What follows belongs to an exercise in optimizing a design on an open flow for small area and a short achievable clock period; a production flow would make more cautious choices.
Function was checked by simulation only, so behaviour that the tests miss may differ from the original.

==> inputs of zinc <==
==> flow/design.v <==
`timescale 1ns/1ps
package proc_pkg;
	typedef logic [32-1:0] word_t;
	typedef logic [$clog2(16)-1:0] reg_idx_t;
	typedef enum logic [3:0] {
		OP_NOP = 4'd0,
		OP_ADDI = 4'd1,
		OP_ADD = 4'd2,
		OP_SUB = 4'd3,
		OP_AND = 4'd4,
		OP_OR = 4'd5,
		OP_XOR = 4'd6,
		OP_HALT = 4'd13,
		OP_OUT = 4'd15
	} opcode_e;
	typedef enum logic [2:0] {
		ALU_ADD = 3'd0,
		ALU_SUB = 3'd1,
		ALU_AND = 3'd2,
		ALU_OR = 3'd3,
		ALU_XOR = 3'd4
	} alu_op_e;
	typedef struct packed {
		opcode_e opcode;
		reg_idx_t ra;
		reg_idx_t rb;
		reg_idx_t rd;
		logic [15:0] unused;
	} r_fmt_t;
	typedef struct packed {
		opcode_e opcode;
		reg_idx_t ra;
		logic [3:0] unused;
		reg_idx_t rd;
		logic [15:0] imm;
	} i_fmt_t;
	typedef union packed {
		r_fmt_t r_fmt;
		i_fmt_t i_fmt;
	} instr_u;
endpackage
`timescale 1ns/1ps
module regfile (
	input logic clk,
	input logic arst_n,
	input proc_pkg::reg_idx_t ra_idx,
	input proc_pkg::reg_idx_t rb_idx,
	output proc_pkg::word_t ra_data,
	output proc_pkg::word_t rb_data,
	input logic wr_en,
	input proc_pkg::reg_idx_t wr_idx,
	input proc_pkg::word_t wr_data
);
	proc_pkg::word_t regs [16];
	always_ff @(posedge clk or negedge arst_n) begin
		if (!arst_n) begin
			for (int i = 0; i < 16; i++) begin
				regs[i] <= '0;
			end
		end else if (wr_en && (wr_idx != '0)) begin
			regs[wr_idx] <= wr_data;
		end
	end
	always_comb begin
		if (ra_idx == '0) begin
			ra_data = '0;
		end else begin
			ra_data = regs[ra_idx];
		end
	end
	always_comb begin
		if (rb_idx == '0) begin
			rb_data = '0;
		end else begin
			rb_data = regs[rb_idx];
		end
	end
endmodule
`timescale 1ns/1ps
module alu (
	input proc_pkg::alu_op_e op,
	input proc_pkg::word_t a,
	input proc_pkg::word_t b,
	output proc_pkg::word_t y
);
	always_comb begin
		case (op)
			proc_pkg::ALU_ADD: begin
				y = a + b;
			end
			proc_pkg::ALU_SUB: begin
				y = a - b;
			end
			proc_pkg::ALU_AND: begin
				y = a & b;
			end
			proc_pkg::ALU_OR: begin
				y = a | b;
			end
			proc_pkg::ALU_XOR: begin
				y = a ^ b;
			end
			default: begin
				y = '0;
			end
		endcase
	end
endmodule
`timescale 1ns/1ps
module prog_mem (
	input logic clk,
	input logic host_we,
	input logic [$clog2(16)-1:0] host_addr,
	input proc_pkg::word_t host_wdata,
	output proc_pkg::word_t host_rdata,
	input logic [$clog2(16)-1:0] core_addr,
	output proc_pkg::word_t core_rdata
);
	proc_pkg::word_t mem [16];
	always_ff @(posedge clk) begin
		if (host_we) begin
			mem[host_addr] <= host_wdata;
		end
	end
	assign host_rdata = mem[host_addr];
	assign core_rdata = mem[core_addr];
endmodule
`timescale 1ns/1ps
module proc_core (
	input logic clk,
	input logic arst_n,
	input logic start,
	output logic [$clog2(16)-1:0] prog_core_addr,
	input proc_pkg::word_t prog_core_rdata,
	output proc_pkg::reg_idx_t rf_ra_idx,
	output proc_pkg::reg_idx_t rf_rb_idx,
	input proc_pkg::word_t rf_ra_data,
	input proc_pkg::word_t rf_rb_data,
	output logic rf_wr_en,
	output proc_pkg::reg_idx_t rf_wr_idx,
	output proc_pkg::word_t rf_wr_data,
	output logic busy,
	output logic halted,
	output logic [$clog2(16)-1:0] pc,
	output proc_pkg::word_t result,
	output logic result_valid
);
	localparam int PC_W = $clog2(16);
	proc_pkg::instr_u instr;
	proc_pkg::alu_op_e alu_op;
	proc_pkg::word_t alu_b;
	proc_pkg::word_t alu_y;
	logic is_arith;
	logic use_imm;
	logic is_out;
	logic is_halt;
	logic [PC_W-1:0] pc_next;
	assign prog_core_addr = pc;
	assign instr = prog_core_rdata;
	always_comb begin
		alu_op = proc_pkg::ALU_ADD;
		is_arith = 1'b0;
		use_imm = 1'b0;
		is_out = 1'b0;
		is_halt = 1'b0;
		case (instr.r_fmt.opcode)
			proc_pkg::OP_ADDI: begin
				is_arith = 1'b1;
				use_imm = 1'b1;
			end
			proc_pkg::OP_ADD: is_arith = 1'b1;
			proc_pkg::OP_SUB: begin
				alu_op = proc_pkg::ALU_SUB;
				is_arith = 1'b1;
			end
			proc_pkg::OP_AND: begin
				alu_op = proc_pkg::ALU_AND;
				is_arith = 1'b1;
			end
			proc_pkg::OP_OR: begin
				alu_op = proc_pkg::ALU_OR;
				is_arith = 1'b1;
			end
			proc_pkg::OP_XOR: begin
				alu_op = proc_pkg::ALU_XOR;
				is_arith = 1'b1;
			end
			proc_pkg::OP_HALT: is_halt = 1'b1;
			proc_pkg::OP_OUT: is_out = 1'b1;
			default: ;
		endcase
	end
	assign alu_b = use_imm ? proc_pkg::word_t'(instr.i_fmt.imm) : rf_rb_data;
	alu u_alu (
		.op(alu_op),
		.a(rf_ra_data),
		.b(alu_b),
		.y(alu_y)
	);
	assign rf_ra_idx = instr.r_fmt.ra;
	assign rf_rb_idx = instr.r_fmt.rb;
	assign rf_wr_idx = instr.i_fmt.rd;
	assign rf_wr_data = alu_y;
	assign rf_wr_en = busy && is_arith;
	assign pc_next = (pc == PC_W'(16 - 1)) ? '0 : pc + 1'b1;
	always_ff @(posedge clk or negedge arst_n) begin
		if (!arst_n) begin
			busy <= 1'b0;
			halted <= 1'b0;
			pc <= '0;
			result <= '0;
			result_valid <= 1'b0;
		end else begin
			result_valid <= 1'b0;
			if (busy) begin
				if (is_halt) begin
					busy <= 1'b0;
					halted <= 1'b1;
				end else begin
					pc <= pc_next;
				end
				if (is_out) begin
					result <= rf_ra_data;
					result_valid <= 1'b1;
				end
			end else if (start) begin
				busy <= 1'b1;
				halted <= 1'b0;
				pc <= '0;
			end
		end
	end
endmodule
`timescale 1ns/1ps
module apb_host_regs (
	input logic clk,
	input logic arst_n,
	input logic psel,
	input logic penable,
	input logic pwrite,
	input logic [7:0] paddr,
	input proc_pkg::word_t pwdata,
	output proc_pkg::word_t prdata,
	output logic pready,
	output logic pslverr,
	output logic prog_host_we,
	output logic [$clog2(16)-1:0] prog_host_addr,
	output proc_pkg::word_t prog_host_wdata,
	input proc_pkg::word_t prog_host_rdata,
	output logic start,
	input logic busy,
	input logic halted,
	input logic [$clog2(16)-1:0] pc,
	input proc_pkg::word_t result
);
	localparam int PC_W = $clog2(16);
	localparam int PROG_BYTES = 4 * 16;
	logic access;
	logic wr_access;
	logic rd_access;
	logic hit_ctrl;
	logic hit_status;
	logic hit_result;
	logic hit_prog;
	logic [7:0] prog_off;
	proc_pkg::word_t status_word;
	proc_pkg::word_t result_q;
	assign access = psel && penable;
	assign wr_access = access && pwrite;
	assign rd_access = access && !pwrite;
	assign pready = access;
	assign hit_ctrl = (paddr == 8'h00);
	assign hit_status = (paddr == 8'h04);
	assign hit_result = (paddr == 8'h08);
	assign prog_off = paddr - 8'h40;
	assign hit_prog = (paddr >= 8'h40)
		&& (int'(paddr) < int'(8'h40) + PROG_BYTES)
		&& (paddr[1:0] == 2'b00);
	assign pslverr = access && (!(hit_ctrl || hit_status || hit_result || hit_prog)
		|| (pwrite && (hit_status || hit_result || (hit_prog && busy))));
	assign prog_host_addr = prog_off[PC_W+1:2];
	assign prog_host_wdata = pwdata;
	assign prog_host_we = wr_access && hit_prog && !busy;
	assign start = wr_access && hit_ctrl && pwdata[0] && !busy;
	always_comb begin
		status_word = '0;
		status_word[0] = busy;
		status_word[1] = halted;
		status_word[8 +: PC_W] = pc;
	end
	always_ff @(posedge clk or negedge arst_n) begin
		if (!arst_n) begin
			result_q <= '0;
		end else begin
			result_q <= result;
		end
	end
	always_comb begin
		prdata = '0;
		if (rd_access) begin
			if (hit_status) begin
				prdata = status_word;
			end else if (hit_result) begin
				prdata = result_q;
			end else if (hit_prog) begin
				prdata = prog_host_rdata;
			end
		end
	end
endmodule
`timescale 1ns/1ps
module processor_top (
	input logic clk,
	input logic arst_n,
	input logic psel,
	input logic penable,
	input logic pwrite,
	input logic [7:0] paddr,
	input proc_pkg::word_t pwdata,
	output proc_pkg::word_t prdata,
	output logic pready,
	output logic pslverr,
	output proc_pkg::word_t result,
	output logic result_valid
);
	localparam int PC_W = $clog2(16);
	logic start;
	logic busy;
	logic halted;
	logic [PC_W-1:0] pc;
	proc_pkg::reg_idx_t rf_ra_idx;
	proc_pkg::reg_idx_t rf_rb_idx;
	proc_pkg::word_t rf_ra_data;
	proc_pkg::word_t rf_rb_data;
	logic rf_wr_en;
	proc_pkg::reg_idx_t rf_wr_idx;
	proc_pkg::word_t rf_wr_data;
	logic prog_host_we;
	logic [PC_W-1:0] prog_host_addr;
	proc_pkg::word_t prog_host_wdata;
	proc_pkg::word_t prog_host_rdata;
	logic [PC_W-1:0] prog_core_addr;
	proc_pkg::word_t prog_core_rdata;
	apb_host_regs u_apb_host_regs (
		.clk(clk),
		.arst_n(arst_n),
		.psel(psel),
		.penable(penable),
		.pwrite(pwrite),
		.paddr(paddr),
		.pwdata(pwdata),
		.prdata(prdata),
		.pready(pready),
		.pslverr(pslverr),
		.prog_host_we(prog_host_we),
		.prog_host_addr(prog_host_addr),
		.prog_host_wdata(prog_host_wdata),
		.prog_host_rdata(prog_host_rdata),
		.start(start),
		.busy(busy),
		.halted(halted),
		.pc(pc),
		.result(result)
	);
	prog_mem u_prog_mem (
		.clk(clk),
		.host_we(prog_host_we),
		.host_addr(prog_host_addr),
		.host_wdata(prog_host_wdata),
		.host_rdata(prog_host_rdata),
		.core_addr(prog_core_addr),
		.core_rdata(prog_core_rdata)
	);
	proc_core u_proc_core (
		.clk(clk),
		.arst_n(arst_n),
		.start(start),
		.prog_core_addr(prog_core_addr),
		.prog_core_rdata(prog_core_rdata),
		.rf_ra_idx(rf_ra_idx),
		.rf_rb_idx(rf_rb_idx),
		.rf_ra_data(rf_ra_data),
		.rf_rb_data(rf_rb_data),
		.rf_wr_en(rf_wr_en),
		.rf_wr_idx(rf_wr_idx),
		.rf_wr_data(rf_wr_data),
		.busy(busy),
		.halted(halted),
		.pc(pc),
		.result(result),
		.result_valid(result_valid)
	);
	regfile u_regfile (
		.clk(clk),
		.arst_n(arst_n),
		.ra_idx(rf_ra_idx),
		.rb_idx(rf_rb_idx),
		.ra_data(rf_ra_data),
		.rb_data(rf_rb_data),
		.wr_en(rf_wr_en),
		.wr_idx(rf_wr_idx),
		.wr_data(rf_wr_data)
	);
endmodule
==> flow/run.sh <==
#!/bin/bash
# synth_recipe.tcl (not shown) runs the flow's synth.tcl, then flattens the netlist and writes it again
# the make line also repeats each setting of config.mk as NAME=value (left out here)
make -C /OpenROAD-flow-scripts/flow DESIGN_CONFIG=/design/flow/config.mk WORK_HOME=/design/flow/orfs CLKGATE_MAP_FILE= SYNTH_SCRIPT=/design/flow/synth_recipe.tcl finish
==> flow/config.mk <==
export PLATFORM = sky130hd
export DESIGN_NAME = processor_top
export DESIGN_NICKNAME = processor_top
export VERILOG_FILES = /design/flow/design.v
export SDC_FILE = /design/flow/constraint.sdc
export NUM_CORES = 4
export LEC_CHECK = 0
export CAP_MARGIN = 20
export CORE_MARGIN = 2
export CORE_UTILIZATION = 40
export SETUP_SLACK_MARGIN = 0.3
export SLEW_MARGIN = 20
==> flow/constraint.sdc <==
create_clock -name core_clock -period 8.0 [get_ports {clk}]
set_input_delay 1.6000 -clock core_clock [delete_from_list [all_inputs] [get_ports {clk}]]
set_output_delay 1.6000 -clock core_clock [all_outputs]
set_load 0.01 [all_outputs]
==> ember (differences from zinc) <==
==> flow/design.v, changed modules only <==
module regfile (
	input logic clk,
	input logic arst_n,
	input proc_pkg::reg_idx_t ra_idx,
	input proc_pkg::reg_idx_t rb_idx,
	output proc_pkg::word_t ra_data,
	output proc_pkg::word_t rb_data,
	input logic wr_en,
	input proc_pkg::reg_idx_t wr_idx,
	input proc_pkg::word_t wr_data
);
	proc_pkg::word_t regs [16];
	logic [16-1:0] valid;
	always_ff @(posedge clk) begin
		for (int i = 1; i < 16; i++) begin
			if (wr_en && (wr_idx == i)) begin
				regs[i] <= wr_data;
			end
		end
	end
	always_ff @(posedge clk or negedge arst_n) begin
		if (!arst_n) begin
			valid <= '0;
		end else begin
			for (int i = 1; i < 16; i++) begin
				if (wr_en && (wr_idx == i)) begin
					valid[i] <= 1'b1;
				end
			end
		end
	end
	assign ra_data = valid[ra_idx] ? regs[ra_idx] : '0;
	assign rb_data = valid[rb_idx] ? regs[rb_idx] : '0;
endmodule
module alu (
	input logic sub,
	input logic [1:0] sel,
	input proc_pkg::word_t a,
	input proc_pkg::word_t b,
	output proc_pkg::word_t y
);
	proc_pkg::word_t sum;
	assign sum = a + (b ^ {32{sub}}) + {31'b0, sub};
	always_comb begin
		case (sel)
			2'd0: y = sum;
			2'd1: y = a & b;
			2'd2: y = a | b;
			default: y = a ^ b;
		endcase
	end
endmodule
module proc_core (
	input logic clk,
	input logic arst_n,
	input logic start,
	output logic [$clog2(16)-1:0] prog_core_addr,
	input proc_pkg::word_t prog_core_rdata,
	output proc_pkg::reg_idx_t rf_ra_idx,
	output proc_pkg::reg_idx_t rf_rb_idx,
	input proc_pkg::word_t rf_ra_data,
	input proc_pkg::word_t rf_rb_data,
	output logic rf_wr_en,
	output proc_pkg::reg_idx_t rf_wr_idx,
	output proc_pkg::word_t rf_wr_data,
	output logic busy,
	output logic halted,
	output logic [$clog2(16)-1:0] pc,
	output logic busy_nx,
	output logic halted_nx,
	output logic [$clog2(16)-1:0] pc_nx,
	output proc_pkg::word_t result,
	output logic result_valid
);
	localparam int PC_W = $clog2(16);
	proc_pkg::word_t ir;
	logic [3:0] op;
	logic is_arith;
	logic is_out;
	logic is_halt;
	logic sub;
	logic [1:0] sel;
	proc_pkg::word_t alu_b;
	logic [PC_W-1:0] pc_inc;
	assign op = ir[31:28];
	assign is_arith = (op >= 4'd1) && (op <= 4'd6);
	assign is_out = (op == 4'd15);
	assign is_halt = (op == 4'd13);
	assign sub = (op == 4'd3);
	always_comb begin
		case (op[2:0])
			3'd4: sel = 2'd1;
			3'd5: sel = 2'd2;
			3'd6: sel = 2'd3;
			default: sel = 2'd0;
		endcase
	end
	assign alu_b = (op == 4'd1) ? {16'b0, ir[15:0]} : rf_rb_data;
	alu u_alu (
		.sub(sub),
		.sel(sel),
		.a(rf_ra_data),
		.b(alu_b),
		.y(rf_wr_data)
	);
	assign rf_ra_idx = ir[27:24];
	assign rf_rb_idx = ir[23:20];
	assign rf_wr_idx = ir[19:16];
	assign rf_wr_en = busy && is_arith;
	assign pc_inc = pc + 1'b1;
	assign busy_nx = busy && !is_halt;
	assign halted_nx = halted || (busy && is_halt);
	assign pc_nx = busy_nx ? pc_inc : pc;
	assign prog_core_addr = busy ? pc_inc : '0;
	always_ff @(posedge clk) begin
		ir <= prog_core_rdata;
	end
	always_ff @(posedge clk or negedge arst_n) begin
		if (!arst_n) begin
			busy <= 1'b0;
			halted <= 1'b0;
			pc <= '0;
			result <= '0;
			result_valid <= 1'b0;
		end else begin
			result_valid <= busy && is_out;
			if (busy && is_out) begin
				result <= rf_ra_data;
			end
			if (busy) begin
				busy <= busy_nx;
				halted <= halted_nx;
				pc <= pc_nx;
			end else if (start) begin
				busy <= 1'b1;
				halted <= 1'b0;
				pc <= '0;
			end
		end
	end
endmodule
module apb_host_regs (
	input logic clk,
	input logic psel,
	input logic penable,
	input logic pwrite,
	input logic [7:0] paddr,
	input proc_pkg::word_t pwdata,
	output proc_pkg::word_t prdata,
	output logic pready,
	output logic pslverr,
	output logic prog_host_we,
	output logic [$clog2(16)-1:0] prog_host_addr,
	output proc_pkg::word_t prog_host_wdata,
	input proc_pkg::word_t prog_host_rdata,
	output logic start,
	input logic busy,
	input logic busy_nx,
	input logic halted_nx,
	input logic [$clog2(16)-1:0] pc_nx,
	input proc_pkg::word_t result
);
	localparam int PC_W = $clog2(16);
	logic access;
	logic hit_ctrl;
	logic hit_status;
	logic hit_result;
	logic hit_prog;
	proc_pkg::word_t rd_nx;
	proc_pkg::word_t rd_q;
	logic err_nx;
	logic err_q;
	assign access = psel && penable;
	assign hit_ctrl = (paddr == 8'h00);
	assign hit_status = (paddr == 8'h04);
	assign hit_result = (paddr == 8'h08);
	assign hit_prog = (paddr[7:6] == 2'b01) && (paddr[1:0] == 2'b00);
	assign prog_host_addr = paddr[PC_W+1:2];
	assign prog_host_wdata = pwdata;
	assign prog_host_we = access && pwrite && hit_prog && !busy;
	assign start = access && pwrite && hit_ctrl && pwdata[0] && !busy;
	always_comb begin
		rd_nx = '0;
		if (hit_status) begin
			rd_nx[0] = busy_nx;
			rd_nx[1] = halted_nx;
			rd_nx[8 +: PC_W] = pc_nx;
		end else if (hit_result) begin
			rd_nx = result;
		end else if (hit_prog) begin
			rd_nx = prog_host_rdata;
		end
	end
	assign err_nx = !(hit_ctrl || hit_status || hit_result || hit_prog)
		|| (pwrite && (hit_status || hit_result || (hit_prog && busy_nx)));
	always_ff @(posedge clk) begin
		rd_q <= rd_nx;
		err_q <= err_nx;
	end
	assign prdata = rd_q;
	assign pslverr = err_q;
	assign pready = 1'b1;
endmodule
module processor_top (
	input logic clk,
	input logic arst_n,
	input logic psel,
	input logic penable,
	input logic pwrite,
	input logic [7:0] paddr,
	input proc_pkg::word_t pwdata,
	output proc_pkg::word_t prdata,
	output logic pready,
	output logic pslverr,
	output proc_pkg::word_t result,
	output logic result_valid
);
	localparam int PC_W = $clog2(16);
	logic start;
	logic busy;
	logic halted;
	logic [PC_W-1:0] pc;
	logic busy_nx;
	logic halted_nx;
	logic [PC_W-1:0] pc_nx;
	proc_pkg::reg_idx_t rf_ra_idx;
	proc_pkg::reg_idx_t rf_rb_idx;
	proc_pkg::word_t rf_ra_data;
	proc_pkg::word_t rf_rb_data;
	logic rf_wr_en;
	proc_pkg::reg_idx_t rf_wr_idx;
	proc_pkg::word_t rf_wr_data;
	logic prog_host_we;
	logic [PC_W-1:0] prog_host_addr;
	proc_pkg::word_t prog_host_wdata;
	proc_pkg::word_t prog_host_rdata;
	logic [PC_W-1:0] prog_core_addr;
	proc_pkg::word_t prog_core_rdata;
	apb_host_regs u_apb_host_regs (
		.clk(clk),
		.psel(psel),
		.penable(penable),
		.pwrite(pwrite),
		.paddr(paddr),
		.pwdata(pwdata),
		.prdata(prdata),
		.pready(pready),
		.pslverr(pslverr),
		.prog_host_we(prog_host_we),
		.prog_host_addr(prog_host_addr),
		.prog_host_wdata(prog_host_wdata),
		.prog_host_rdata(prog_host_rdata),
		.start(start),
		.busy(busy),
		.busy_nx(busy_nx),
		.halted_nx(halted_nx),
		.pc_nx(pc_nx),
		.result(result)
	);
	prog_mem u_prog_mem (
		.clk(clk),
		.host_we(prog_host_we),
		.host_addr(prog_host_addr),
		.host_wdata(prog_host_wdata),
		.host_rdata(prog_host_rdata),
		.core_addr(prog_core_addr),
		.core_rdata(prog_core_rdata)
	);
	proc_core u_proc_core (
		.clk(clk),
		.arst_n(arst_n),
		.start(start),
		.prog_core_addr(prog_core_addr),
		.prog_core_rdata(prog_core_rdata),
		.rf_ra_idx(rf_ra_idx),
		.rf_rb_idx(rf_rb_idx),
		.rf_ra_data(rf_ra_data),
		.rf_rb_data(rf_rb_data),
		.rf_wr_en(rf_wr_en),
		.rf_wr_idx(rf_wr_idx),
		.rf_wr_data(rf_wr_data),
		.busy(busy),
		.halted(halted),
		.pc(pc),
		.busy_nx(busy_nx),
		.halted_nx(halted_nx),
		.pc_nx(pc_nx),
		.result(result),
		.result_valid(result_valid)
	);
	regfile u_regfile (
		.clk(clk),
		.arst_n(arst_n),
		.ra_idx(rf_ra_idx),
		.rb_idx(rf_rb_idx),
		.ra_data(rf_ra_data),
		.rb_data(rf_rb_data),
		.wr_en(rf_wr_en),
		.wr_idx(rf_wr_idx),
		.wr_data(rf_wr_data)
	);
endmodule
==> results.txt <==
outcome=timing/DRC/antenna clean; fraction of registers with async set/reset=between 50% and 60%; CP Launch Point=u_proc_core.pc[0]; worst slew pin tran=approximately 1.2 ns
-- figures above: zinc

==> results.txt <==
fraction of registers with async set/reset=roughly 5%; Largest regs=u_prog_mem.mem: 512 flops, u_regfile.regs: 480 flops; outcome=timing/DRC/antenna clean; worst slew pin tran=~1.2 ns
-- figures above: ember

-- what the ideal ports hide --
Ports are ideal in the flow. The routed layouts listed here were re-timed in OpenROAD.
Step 1 sets driving cells, clkbuf_16 on the clock port and buf_2 on the other inputs (assumed; they add their load-dependent delay and slew).
Step 2 also shifts input and output timing later by t, the mid clock arrival at the registers, as if the neighbouring blocks saw the same clock.
a / b / c = ideal / step 1 / step 2; a / b = the first two.
| run | t (ns) | slack for setup (ns) | worst slew at a driven data input, ns |
|---|---|---|---|
| zinc | 0.834 | 0.378 / 0.378 / 0.378 | 0.12 |
| ember | 0.822 | 1.091 / 1.091 / 1.091 | 0.16 |
After both steps every run listed still meets setup and hold.
